Background: an optimization exercise with open tools, aiming at small area, a short achievable clock period and few clock cycles per item. Do not read the settings as production practice.
RTL that was checked went through simulation tests only; none was proved equivalent to the original.
Power figures rest on the tool's default switching activity, not on a simulated workload.

try-harbor:
==> flow/design.v <==
package csr_index_pkg;
    parameter int INDEX_WIDTH   = 32;
    parameter int ADDRESS_WIDTH = 32;
    parameter int SHIFT_WIDTH   = 5;
    typedef logic [INDEX_WIDTH-1:0]   index_t;
    typedef logic [ADDRESS_WIDTH-1:0] address_t;
    typedef logic [SHIFT_WIDTH-1:0]   shift_t;
endpackage
`timescale 1ns/1ns
module csr_index_sequencer
(
    input  logic   ap_clk,
    input  logic   areset_generator,
    input  logic   config_valid,
    input  csr_index_pkg::index_t   config_index_start,
    input  csr_index_pkg::index_t   config_index_end,
    input  csr_index_pkg::index_t   config_stride,
    input  csr_index_pkg::address_t config_base_address,
    input  csr_index_pkg::shift_t   config_shift_amount,
    input  logic   config_shift_left,
    input  logic   stage_ready,
    output logic   idle,
    output logic   done,
    output logic   gen_valid,
    output csr_index_pkg::index_t   gen_index,
    output csr_index_pkg::address_t base_address,
    output csr_index_pkg::shift_t   rotate_amount,
    output logic   shift_left
);
    logic                  valid;
    logic                  done_reg;
    csr_index_pkg::index_t count;
    csr_index_pkg::index_t end_reg;
    csr_index_pkg::index_t stride_reg;
    logic                  accept;
    logic                  advance;
    logic                  start_more;
    logic                  step_more;
    assign accept  = config_valid && !valid;
    assign advance = valid && stage_ready;
    csr_index_pkg::index_t unused_start_total;
    logic                  start_borrow;
    csr_prefix_adder #(.WIDTH(csr_index_pkg::INDEX_WIDTH)) i_start_compare (
        .a         (config_index_start),
        .b         (~config_index_end),
        .carry_in  (1'b1),
        .sum       (unused_start_total),
        .carry_out (start_borrow)
    );
    assign start_more = !start_borrow;
    logic [csr_index_pkg::INDEX_WIDTH:0]   csa_a, csa_b, csa_c, csa_sum, csa_carry;
    logic [csr_index_pkg::INDEX_WIDTH:0]   unused_csa_total;
    logic                                  step_borrow;
    always_comb begin
        csa_a     = {1'b0, count};
        csa_b     = {1'b0, stride_reg};
        csa_c     = ~{1'b0, end_reg};
        csa_sum   = csa_a ^ csa_b ^ csa_c;
        csa_carry = (csa_a & csa_b) | (csa_a & csa_c) | (csa_b & csa_c);
    end
    csr_prefix_adder #(.WIDTH(csr_index_pkg::INDEX_WIDTH+1)) i_step_compare (
        .a         (csa_sum),
        .b         ({csa_carry[csr_index_pkg::INDEX_WIDTH-1:0], 1'b0}),
        .carry_in  (1'b1),
        .sum       (unused_csa_total),
        .carry_out (step_borrow)
    );
    assign step_more = !step_borrow;
    csr_index_pkg::index_t step_index;
    logic                  unused_carry;
    csr_prefix_adder #(.WIDTH(csr_index_pkg::INDEX_WIDTH)) i_count_adder (
        .a         (count),
        .b         (stride_reg),
        .carry_in  (1'b0),
        .sum       (step_index),
        .carry_out (unused_carry)
    );
    always_ff @(posedge ap_clk) begin
        if (areset_generator) begin
            valid    <= 1'b0;
            done_reg <= 1'b0;
        end else begin
            done_reg <= (accept && !start_more) || (advance && !step_more);
            if (accept) begin
                valid <= start_more;
            end else if (advance) begin
                valid <= step_more;
            end
        end
    end
    always_ff @(posedge ap_clk) begin
        if (!valid) begin
            count <= config_index_start;
        end else if (advance) begin
            count <= step_index;
        end
    end
    always_ff @(posedge ap_clk) begin
        if (!valid) begin
            end_reg      <= config_index_end;
            stride_reg   <= config_stride;
            base_address <= config_base_address;
            rotate_amount <= config_shift_left ? config_shift_amount
                                                : -config_shift_amount;
            shift_left   <= config_shift_left;
        end
    end
    assign idle      = !valid;
    assign done      = done_reg;
    assign gen_valid = valid;
    assign gen_index = count;
endmodule
`timescale 1ns/1ns
module csr_address_map
(
    input  logic     ap_clk,
    input  logic     stage_enable,
    input  csr_index_pkg::address_t base_address,
    input  csr_index_pkg::shift_t   rotate_amount,
    input  logic     shift_left,
    input  csr_index_pkg::index_t   gen_index,
    output csr_index_pkg::index_t   map_index,
    output csr_index_pkg::address_t map_address
);
    csr_index_pkg::address_t offset;
    csr_index_pkg::address_t offset_reg;
    csr_index_pkg::address_t base_reg;
    csr_index_pkg::address_t rotated;
    csr_index_pkg::address_t keep;
    always_comb begin
        rotated = gen_index;
        for (int k = 0; k < csr_index_pkg::SHIFT_WIDTH; k++) begin
            if (rotate_amount[k]) begin
                rotated = (rotated << (1 << k)) |
                          (rotated >> (csr_index_pkg::ADDRESS_WIDTH - (1 << k)));
            end
        end
        for (int i = 0; i < csr_index_pkg::ADDRESS_WIDTH; i++) begin
            if (shift_left) begin
                keep[i] = i >= rotate_amount;
            end else begin
                keep[i] = (rotate_amount == '0) || (i < rotate_amount);
            end
        end
        offset = rotated & keep;
    end
    always_ff @(posedge ap_clk) begin
        if (stage_enable) begin
            map_index  <= gen_index;
            offset_reg <= offset;
            base_reg   <= base_address;
        end
    end
    logic unused_carry;
    csr_prefix_adder #(.WIDTH(csr_index_pkg::ADDRESS_WIDTH)) i_address_adder (
        .a         (base_reg),
        .b         (offset_reg),
        .carry_in  (1'b0),
        .sum       (map_address),
        .carry_out (unused_carry)
    );
endmodule
module csr_prefix_adder
#(
    parameter int WIDTH = 32
) (
    input  logic [WIDTH-1:0] a,
    input  logic [WIDTH-1:0] b,
    input  logic             carry_in,
    output logic [WIDTH-1:0] sum,
    output logic             carry_out
);
    localparam int LEVELS = $clog2(WIDTH);
    logic [WIDTH-1:0] p;
    logic [WIDTH-1:0] g [LEVELS+1];
    logic [WIDTH-1:0] t [LEVELS+1];
    logic [WIDTH:0]   carry;
    always_comb begin
        p    = a ^ b;
        g[0] = a & b;
        t[0] = p;
        g[0][0] = (a[0] & b[0]) | (p[0] & carry_in);
        for (int l = 0; l < LEVELS; l++) begin
            for (int i = 0; i < WIDTH; i++) begin
                if (((i >> l) & 1) == 1) begin
                    g[l+1][i] = g[l][i] | (t[l][i] & g[l][((i >> l) << l) - 1]);
                    t[l+1][i] = t[l][i] & t[l][((i >> l) << l) - 1];
                end else begin
                    g[l+1][i] = g[l][i];
                    t[l+1][i] = t[l][i];
                end
            end
        end
        carry[0] = carry_in;
        for (int i = 0; i < WIDTH; i++) begin
            carry[i+1] = g[LEVELS][i];
        end
        sum       = p ^ carry[WIDTH-1:0];
        carry_out = carry[WIDTH];
    end
endmodule
`timescale 1ns/1ns
module request_fifo
(
    input  logic     ap_clk,
    input  logic     stage_enable,
    input  csr_index_pkg::index_t   push_index,
    input  csr_index_pkg::address_t push_address,
    output csr_index_pkg::index_t   request_index,
    output csr_index_pkg::address_t request_address
);
    always_ff @(posedge ap_clk) begin
        if (stage_enable) begin
            request_index   <= push_index;
            request_address <= push_address;
        end
    end
endmodule
`timescale 1ns/1ns
module csr_index_generator
(
    input  logic     ap_clk,
    input  logic     areset_generator,
    input  logic     config_valid,
    input  csr_index_pkg::index_t   config_index_start,
    input  csr_index_pkg::index_t   config_index_end,
    input  csr_index_pkg::index_t   config_stride,
    input  csr_index_pkg::address_t config_base_address,
    input  csr_index_pkg::shift_t   config_shift_amount,
    input  logic     config_shift_left,
    input  logic     request_ready,
    output logic     idle,
    output logic     done,
    output logic     request_valid,
    output csr_index_pkg::index_t   request_index,
    output csr_index_pkg::address_t request_address
);
    logic                    stage1_ready;
    logic                    stage2_ready;
    logic                    gen_valid;
    csr_index_pkg::index_t   gen_index;
    csr_index_pkg::address_t base_address;
    csr_index_pkg::shift_t   rotate_amount;
    logic                    shift_left;
    logic                    map_valid;
    csr_index_pkg::index_t   map_index;
    csr_index_pkg::address_t map_address;
    assign stage2_ready = !request_valid || request_ready;
    assign stage1_ready = !map_valid || stage2_ready;
    csr_index_sequencer i_csr_index_sequencer (
        .ap_clk              (ap_clk),
        .areset_generator    (areset_generator),
        .config_valid        (config_valid),
        .config_index_start  (config_index_start),
        .config_index_end    (config_index_end),
        .config_stride       (config_stride),
        .config_base_address (config_base_address),
        .config_shift_amount (config_shift_amount),
        .config_shift_left   (config_shift_left),
        .stage_ready         (stage1_ready),
        .idle                (idle),
        .done                (done),
        .gen_valid           (gen_valid),
        .gen_index           (gen_index),
        .base_address        (base_address),
        .rotate_amount       (rotate_amount),
        .shift_left          (shift_left)
    );
    always_ff @(posedge ap_clk) begin
        if (areset_generator) begin
            map_valid     <= 1'b0;
            request_valid <= 1'b0;
        end else begin
            if (stage1_ready) begin
                map_valid     <= gen_valid;
            end
            if (stage2_ready) begin
                request_valid <= map_valid;
            end
        end
    end
    csr_address_map i_csr_address_map (
        .ap_clk       (ap_clk),
        .stage_enable (stage1_ready),
        .base_address (base_address),
        .rotate_amount (rotate_amount),
        .shift_left   (shift_left),
        .gen_index    (gen_index),
        .map_index    (map_index),
        .map_address  (map_address)
    );
    request_fifo i_request_fifo (
        .ap_clk          (ap_clk),
        .stage_enable    (stage2_ready),
        .push_index      (map_index),
        .push_address    (map_address),
        .request_index   (request_index),
        .request_address (request_address)
    );
endmodule
export LEC_CHECK = 0
export CAP_MARGIN = 20
export CORE_MARGIN = 2
export CORE_UTILIZATION = 65
export CTS_BUF_LIST = sky130_fd_sc_hd__clkbuf_8
export SETUP_SLACK_MARGIN = 4.0
export SLEW_MARGIN = 20
create_clock -name core_clock -period 7.0 [get_ports {ap_clk}]
standard.sh (not shown) runs the stock make flow with config.mk's settings and CLKGATE_MAP_FILE= SYNTH_SCRIPT=/design/flow/synth_recipe.tcl, a recipe that flattens the netlist after the stock synthesis.
==> flow/flow/run.sh <==
#!/bin/bash
# Standard layout, with plain buffers (instead of delay cells) on the ports
set -euo pipefail
bash standard.sh "BUFFER_PORTS_ARGS=-buffer_cell sky130_fd_sc_hd__buf_2" finish > standard.log 2>&1
Input-level comparison between try-sierra and try-harbor:
--- a/flow/design.v
+++ b/flow/design.v
@@ -88,16 +88,16 @@
             end
         end
     end
     always_ff @(posedge ap_clk) begin
-        if (!valid) begin
+        if (accept) begin
             count <= config_index_start;
         end else if (advance) begin
             count <= step_index;
         end
     end
     always_ff @(posedge ap_clk) begin
-        if (!valid) begin
+        if (accept) begin
             end_reg      <= config_index_end;
             stride_reg   <= config_stride;
             base_address <= config_base_address;
             rotate_amount <= config_shift_left ? config_shift_amount
==> summary.txt <==
- try-sierra: part of the cycle the worst path needs lower than try-harbor
- Sequential power essentially unchanged between try-harbor and try-sierra.
- try-sierra ends up with a gate count of the mapped netlist that is 27 higher than in try-harbor.
- From try-harbor to try-sierra the numbers moved as follows: clock share of power barely changed; height of the chip dropped 1.0 um; post-route minimum period dropped 0.16 ns.
- Against try-harbor as the reference, try-sierra delivers a lower post-synthesis to final-layout area growth.
- On global placer's final weighted congestion, try-harbor tracks try-sierra almost exactly.
- Between try-harbor and try-sierra, critical path depth is higher for try-harbor, try-sierra comes in under that.
- Changes observed in try-sierra relative to try-harbor: initial antenna violation count decreased 1, global-route track usage on met2 decreased 0.30 points.
- Going from try-harbor to try-sierra, first-iteration DRC count rose 75; placed cell area fell 240 um^2.
Testbench counts of try-sierra, summed over its fixed seeds: cycles 27,423, items 23,020.
Only the layout flow was run in try-harbor; the RTL was not checked for function there.

[re-timing with driven ports]
How much do the figures lean on ideal ports? The routed layouts below were timed once more, with nothing changed but the port constraints.
Step 1 (the two cells are an assumption about what drives the block):
set clk [get_ports {ap_clk}]
set_driving_cell -lib_cell sky130_fd_sc_hd__clkbuf_16 $clk
set_driving_cell -lib_cell sky130_fd_sc_hd__buf_2 [delete_from_list [all_inputs] $clk]
Step 2 times the ports against the registers' clock, not the clock port: input delays grow and output delays shrink by t, the midpoint of the rising clock arrivals with the driver on.
Three values: ideal ports, drivers, drivers and shift; two values: the first two.
run	t, ns	slack for setup (ns)	worst register clock-pin slew, ns
try-harbor	0.623	3.951 / 3.951 / 3.477	0.07 / 0.07
try-sierra	0.612	4.110 / 4.110 / 3.583	0.07 / 0.07
After both steps setup and hold are still met in every run listed. The setup slack of try-sierra, which loses most, moves by 0.000 ns with the drivers and by -0.527 ns with both steps.
